What follows belongs to an exercise in optimizing a design on an open flow for small area; a production flow would make more cautious choices. Function was checked by simulation only, so behaviour that the tests miss may differ from the original. Power and IR drop assume default switching activity.

==> design/flow/design.v <==
package cic_vco_pkg;
   typedef enum logic [1:0] {
      IDLE  = 2'd0,
      FLUSH = 2'd1,
      RUN   = 2'd2
   } state_e;
   function automatic integer ow_calc(input integer iw, input integer order, input integer rmax_log2);
      ow_calc = iw + 1 + order * rmax_log2;
   endfunction
   function automatic integer dec_w_calc(input integer rmax_log2);
      dec_w_calc = $clog2(rmax_log2 + 1);
   endfunction
   localparam int RMAX_LOG2_DEF = 4;
   localparam int DEC_W_DEF     = dec_w_calc(RMAX_LOG2_DEF);
endpackage
module cic_vco_channel
#(
   parameter int IW    = 6,
   parameter int OW    = 19
) (
   input  logic          clk,
   input  logic          rst_n,
   input  logic          busy,    
   input  logic          ld,      
   input  logic          upd,     
   input  logic [IW-1:0] in_p,
   input  logic [IW-1:0] in_m,
   output logic [OW-1:0] out
);
   logic [IW-1:0] prev_p_q, prev_m_q;
   logic [IW-1:0] dp, dm;
   logic [IW:0]   d, dl_q;
   logic [OW-1:0] i0_q, i1_q, i2_q;
   logic [OW-1:0] d1_q, e_q;
   logic [OW-1:0] out_q;
   logic [OW-1:0] i2_base, x3, e_n;
   assign dp      = in_p - prev_p_q;
   assign dm      = in_m - prev_m_q;
   assign d       = {1'b0, dp} - {1'b0, dm};
   assign i2_base = ld ? '0 : i2_q;
   assign x3      = i2_q - e_q;
   assign e_n     = {i2_q[OW-2:0], 1'b0} - d1_q;
   always_ff @(posedge clk) begin
      prev_p_q <= in_p;
      prev_m_q <= in_m;
      if (!busy) begin
         dl_q <= '0;
         i0_q <= '0;
         i1_q <= '0;
         i2_q <= '0;
         d1_q <= '0;
         e_q  <= '0;
      end else begin
         dl_q <= d;
         i0_q <= i0_q + {{(OW-IW-1){dl_q[IW]}}, dl_q};
         i1_q <= i1_q + i0_q;
         i2_q <= i2_base + i1_q;
         if (ld) begin
            d1_q <= i2_q;
            e_q  <= e_n;
         end
      end
   end
   always_ff @(posedge clk) begin
      if (!rst_n) begin
         out_q <= '0;
      end else if (upd) begin
         out_q <= x3;
      end
   end
   assign out = out_q;
endmodule
module cic_vco_decimator_mc
#(
   parameter  int NCH       = 4,
   parameter  int IW        = 6,
   parameter  int ORDER     = 3,
   parameter  int RMAX_LOG2 = 4,
   localparam int OW        = cic_vco_pkg::ow_calc(IW, ORDER, RMAX_LOG2),
   localparam int DW        = cic_vco_pkg::dec_w_calc(RMAX_LOG2)
) (
   input  logic              CLK,
   input  logic              RES,
   input  logic              ENABLE,
   input  logic [DW-1:0]     DEC_LOG2,
   input  logic [NCH*IW-1:0] IN_p,
   input  logic [NCH*IW-1:0] IN_m,
   output logic [NCH*OW-1:0] OUT,
   output logic              OUT_VALID,
   output logic              BUSY
);
   localparam int CW = RMAX_LOG2;
   logic          busy_q;       
   logic          run_q;        
   logic [1:0]    fcnt_q;       
   logic [CW-1:0] mask_q;       
   logic [CW-1:0] cnt_q;        
   logic          ld_q;         
   logic          pend_q;       
   logic          valid_q;
   logic [CW-1:0] mask_n;
   logic          tick;
   logic          upd;
   always_comb begin
      case (DEC_LOG2)
         3'd0:    mask_n = 4'b0000;
         3'd1:    mask_n = 4'b0001;
         3'd2:    mask_n = 4'b0011;
         3'd3:    mask_n = 4'b0111;
         default: mask_n = 4'b1111;
      endcase
   end
   assign tick = busy_q && ENABLE && (&(cnt_q | ~mask_q));
   assign upd  = busy_q && ENABLE && ld_q;
   always_ff @(posedge CLK) begin
      if (!busy_q) begin
         mask_q <= mask_n;
         cnt_q  <= '0;
         fcnt_q <= '0;
      end else begin
         cnt_q <= cnt_q + CW'(1);
         if (tick && !run_q) fcnt_q <= fcnt_q + 2'd1;
      end
      ld_q   <= tick;
      pend_q <= tick && run_q;
   end
   always_ff @(posedge CLK) begin
      if (!RES) begin
         busy_q  <= 1'b0;
         run_q   <= 1'b0;
         valid_q <= 1'b0;
      end else begin
         busy_q  <= ENABLE;
         run_q   <= busy_q && ENABLE && (run_q || (tick && fcnt_q == 2'd3));
         valid_q <= run_q && ENABLE && pend_q;
      end
   end
   for (genvar c = 0; c < NCH; c++) begin : g_ch
      cic_vco_channel #(
         .IW    (IW),
         .OW    (OW)
      ) u_ch (
         .clk   (CLK),
         .rst_n (RES),
         .busy  (busy_q),
         .ld    (ld_q),
         .upd   (upd),
         .in_p  (IN_p[c*IW +: IW]),
         .in_m  (IN_m[c*IW +: IW]),
         .out   (OUT[c*OW +: OW])
      );
   end
   assign OUT_VALID = valid_q;
   assign BUSY      = busy_q;
endmodule
==> design/flow/run.sh <==
#!/bin/bash
# synth_recipe.tcl (not shown) runs the flow's synth.tcl, then flattens the netlist and writes it again
# the make line also repeats each setting of config.mk as NAME=value (left out here)
make -C /OpenROAD-flow-scripts/flow DESIGN_CONFIG=/design/flow/config.mk WORK_HOME=/design/flow/orfs CLKGATE_MAP_FILE= SYNTH_SCRIPT=/design/flow/synth_recipe.tcl finish
==> design/flow/config.mk <==
export PLATFORM = sky130hd
export DESIGN_NAME = cic_vco_decimator_mc
export DESIGN_NICKNAME = cic_vco_decimator_mc
export VERILOG_FILES = /design/flow/design.v
export SDC_FILE = /design/flow/constraint.sdc
export NUM_CORES = 4
export LEC_CHECK = 0
export CAP_MARGIN = 20
export CORE_MARGIN = 2
export CORE_UTILIZATION = 40
export SLEW_MARGIN = 20
==> design/flow/constraint.sdc <==
create_clock -name core_clock -period 7.0 [get_ports {CLK}]
set_input_delay 1.4000 -clock core_clock [delete_from_list [all_inputs] [get_ports {CLK}]]
set_output_delay 1.4000 -clock core_clock [all_outputs]
set_load 0.01 [all_outputs]
==> summary.txt <==
-- report_power, final --
group / switching [uW] / internal, uW
Clock: 1390 / 2150
Sequential: 75.1 / 3220
Combinational: 619 / 549
-- Yosys cell counts (32+ instances only) --
library cell,instances,area [um^2]
nand2b_1,80,500
clkbuf_1,86,323
dfxtp_1,543,10900
nor2_1,405,1520
ha_1,422,5280
xor2_1,149,1310
a211oi_1,36,270
nor3_1,84,420
o21a_1,65,488
nand2_1,219,822
nand3_1,40,200
and2_1,71,444
o21ai_0,230,1150
xnor2_1,177,1550
a21o_1,159,1190
inv_1,284,1070
a21oi_1,243,1220
fa_1,32,641
mux2i_1,113,1130
nor2b_1,143,895
-- final timing paths --
path,end,startpoint,cells after the start,slack (ps)
setup / recovery,g_ch[0].u_ch.i2_q[17],ld_q,11,3100
hold / removal,g_ch[1].u_ch.e_q[13],g_ch[1].u_ch.e_q[13],2,450
setup reg to reg,g_ch[0].u_ch.i2_q[17],ld_q,11,3100
hold reg to reg,g_ch[1].u_ch.e_q[13],g_ch[1].u_ch.e_q[13],2,450
-- flip-flops by register name, indices dropped and copies added, names as in the netlist, 2 cells and up --
signal and flops:
g_ch.u_ch.i1_q 76, g_ch.u_ch.out_q 76, g_ch.u_ch.i2_q 76, g_ch.u_ch.i0_q 76, g_ch.u_ch.dl_q 28, g_ch.u_ch.prev_m_q 24, g_ch.u_ch.d1_q 76, cnt_q 4
mask_q 4, g_ch.u_ch.e_q 76, fcnt_q 2, g_ch.u_ch.prev_p_q 24
-- layer usage --
metal  GRT usage [%]  share of wire (%)  vias to the layer above
met5               0                  0                        -
met4            4.03                2.1                        0
met3            2.93                4.3                       92
met2            25.9                 43                      346
met1            23.1                 51                    12264
li1                -                  -                    14252
-- cells by family (layout without fill, tap and decap cells) --
kind of cell / Yosys count / in the layout / synth area share (%)
mux: 113 / 113 / 3.26
fa+ha+maj: 454 / 454 / 17.1
buf+inv: 385 / 550 / 4.18
compound gates: 1005 / 1005 / 19.2
flops: 547 / 547 / 31.7
xor+xnor: 326 / 326 / 8.24
simple gates: 1161 / 1161 / 16.3
-- per-stage QoR --
| stage | util [%] | hold slack [ps] | power (uW) | setup slack [ps] | instance area (um^2) |
|---|---|---|---|---|---|
| 3_3_place_gp | 43.4 | 435 | 4520 | 2980 | 37100 |
| 2_1_floorplan | - | 425 | 4290 | 3590 | 34700 |
| 3_5_place_dp | 43.4 | 443 | 4530 | 2960 | 37100 |
| 6_report | 46.1 | 449 | 8000 | 3100 | 39400 |
| 4_1_cts | 46.1 | 456 | 8140 | 3060 | 39400 |
| 5_1_grt | 46.1 | 478 | 8420 | 2740 | 39400 |
-- final cells by class --
type,instances,area (um^2),share of cell area [%]
Clock inverter,27,263,0.666
Timing Repair Buffer,142,1400,3.55
Clock buffer,96,2010,5.10
Tap cell,1144,1430,3.63
Multi-Input combinational cell,3059,22200,56.4
Sequential cell,547,11000,27.9
Inverter,285,1080,2.73
-- tightest hold or removal path, stage by stage (launching register included) --
cell     delay [ps]
dfxtp_1         320
nand2_1          40
o21ai_0          50
==> out/qor.yml <==
status: "complete, no violations"
worstPathArrival_ps: 4350
hpwl_mm: 53.8
worstPathMaxFanout: 56
wl_per_cell_um: 13.9
die_w_um: 298
grt_pass1_wl_mm: 125
drt-initial-drc-count: 1081
fp-row-count: 107
fin_crit_ps: 3900
final_cells: 5300
critPathRequiredTime_ps: 7450
cts-root-buf: "clkbuf_16"
holdBufCountCts: 0
maxSlewViolCount: 0
clock_latency_ps: 610
synth-main-ff-cell: "dfxtp_1"
path_clk_slew_ps: 60
clock_skew_ps: 24.3
ios: 132
relSlewSlack_pct: 32.0
powerDensity_mw_per_mm2: 203
power.leakage_uw: 0.0170
worstPathCellList: "buf_4, nor2b_1, ha_1, o21a_1, a2111oi_2, o31ai_1, o221ai_1, o21ai_0, a21oi_1, xor2_1, nor2_1"
worst-path-buf-inv: 1
drt_pass1_iterations: 5
cp_top_family: "compound AO/OA/AOI/OAI gates"
synth-edff-count: 4
grt_setup_unrepaired: "false"
hold_path_class: "reg -> reg"
diodes: 0
antenna_found_initial: 1
synthesis.instances: 3991
overflow: 0
clkSinkCount: 547
synth_nets: 4499
core_mm2: 0.0855
synth_cell_types: 81
syn_area_mm2: 0.0347
min_period_over_period_pct: 55.8
synthArstFlopShare_pct: 0
postCtsSetupBuffers: 0
gr-usage-all-layers_pct: 16.4
crit_path_start_kind: "register"
routed_wl_mm: 73.5
worstSetupPathType: "reg -> reg"
die_area_mm2: 0.0890
synthToLayoutAreaGrowth_pct: 13.7
cts_max_level: 3
viasPerCell: 5.09
final_common_cell: "dfxtp_1"
clk_path_buf_depth: 3
vias: 26954
die_h_um: 298
slowest_stage: "dfxtp_4"
critPathCaptureType: "register"
ys_warn_count: 2
grt_max_degree: 150
hold_violations: 0
mostFrequentLayoutCells: "dfxtp_1 (541), ha_1 (422), nor2_1 (404)"
cts_tree: "done"
synth.avg_cell_area_um2: 8.69
final_nets: 4611
grt_pass1_vias: 25833
tightest_slew_ps: 1020
io_buffers: 131
drive_gt1_share_pct: 4.09
routabilityCongestion: 0.844
finalSetupViolCount: 0
route.detailed.drc: 0
ir_worst_vdd_mv: 0.175
cts-resized-gates: 0
cts_made_buffers: 68
dp.cells: 5177
start_util_pct: 40.5
fin_setup_tns_ps: 0
max_stage_delay_ps: 880
synth_seq_area_share_pct: 31.7
cap_violations: 0
synth_seq_cells: 547
drtAntennaViolNets: 0
clock.fmax_mhz: 256
fillerInstances: 8366

-- re-timing with driven ports --
Ports are ideal in the flow. The routed layout listed here was re-timed in OpenROAD.
Step 1: set_driving_cell puts a clkbuf_16 on CLK and a buf_2 on each other input, an assumption about the parent block.
Step 2 adds t to the input delays and takes it off the output delays; t is the mean of the earliest and latest rising clock arrival at the registers after step 1. Input paths then give back, and output paths get back, about the clock's delay inside the block.
Slacks: ideal ports / drivers / drivers and shift; pairs: ideal ports / drivers.
t, ns: 0.663
setup slack, ns: 3.097 / 3.097 / 2.913
slew at the worst register clock pin (ns): 0.06 / 0.06
After both steps setup and hold are still met in this run. For this run, drivers alone change the setup slack by 0.000 ns; drivers and shift together by -0.184 ns.
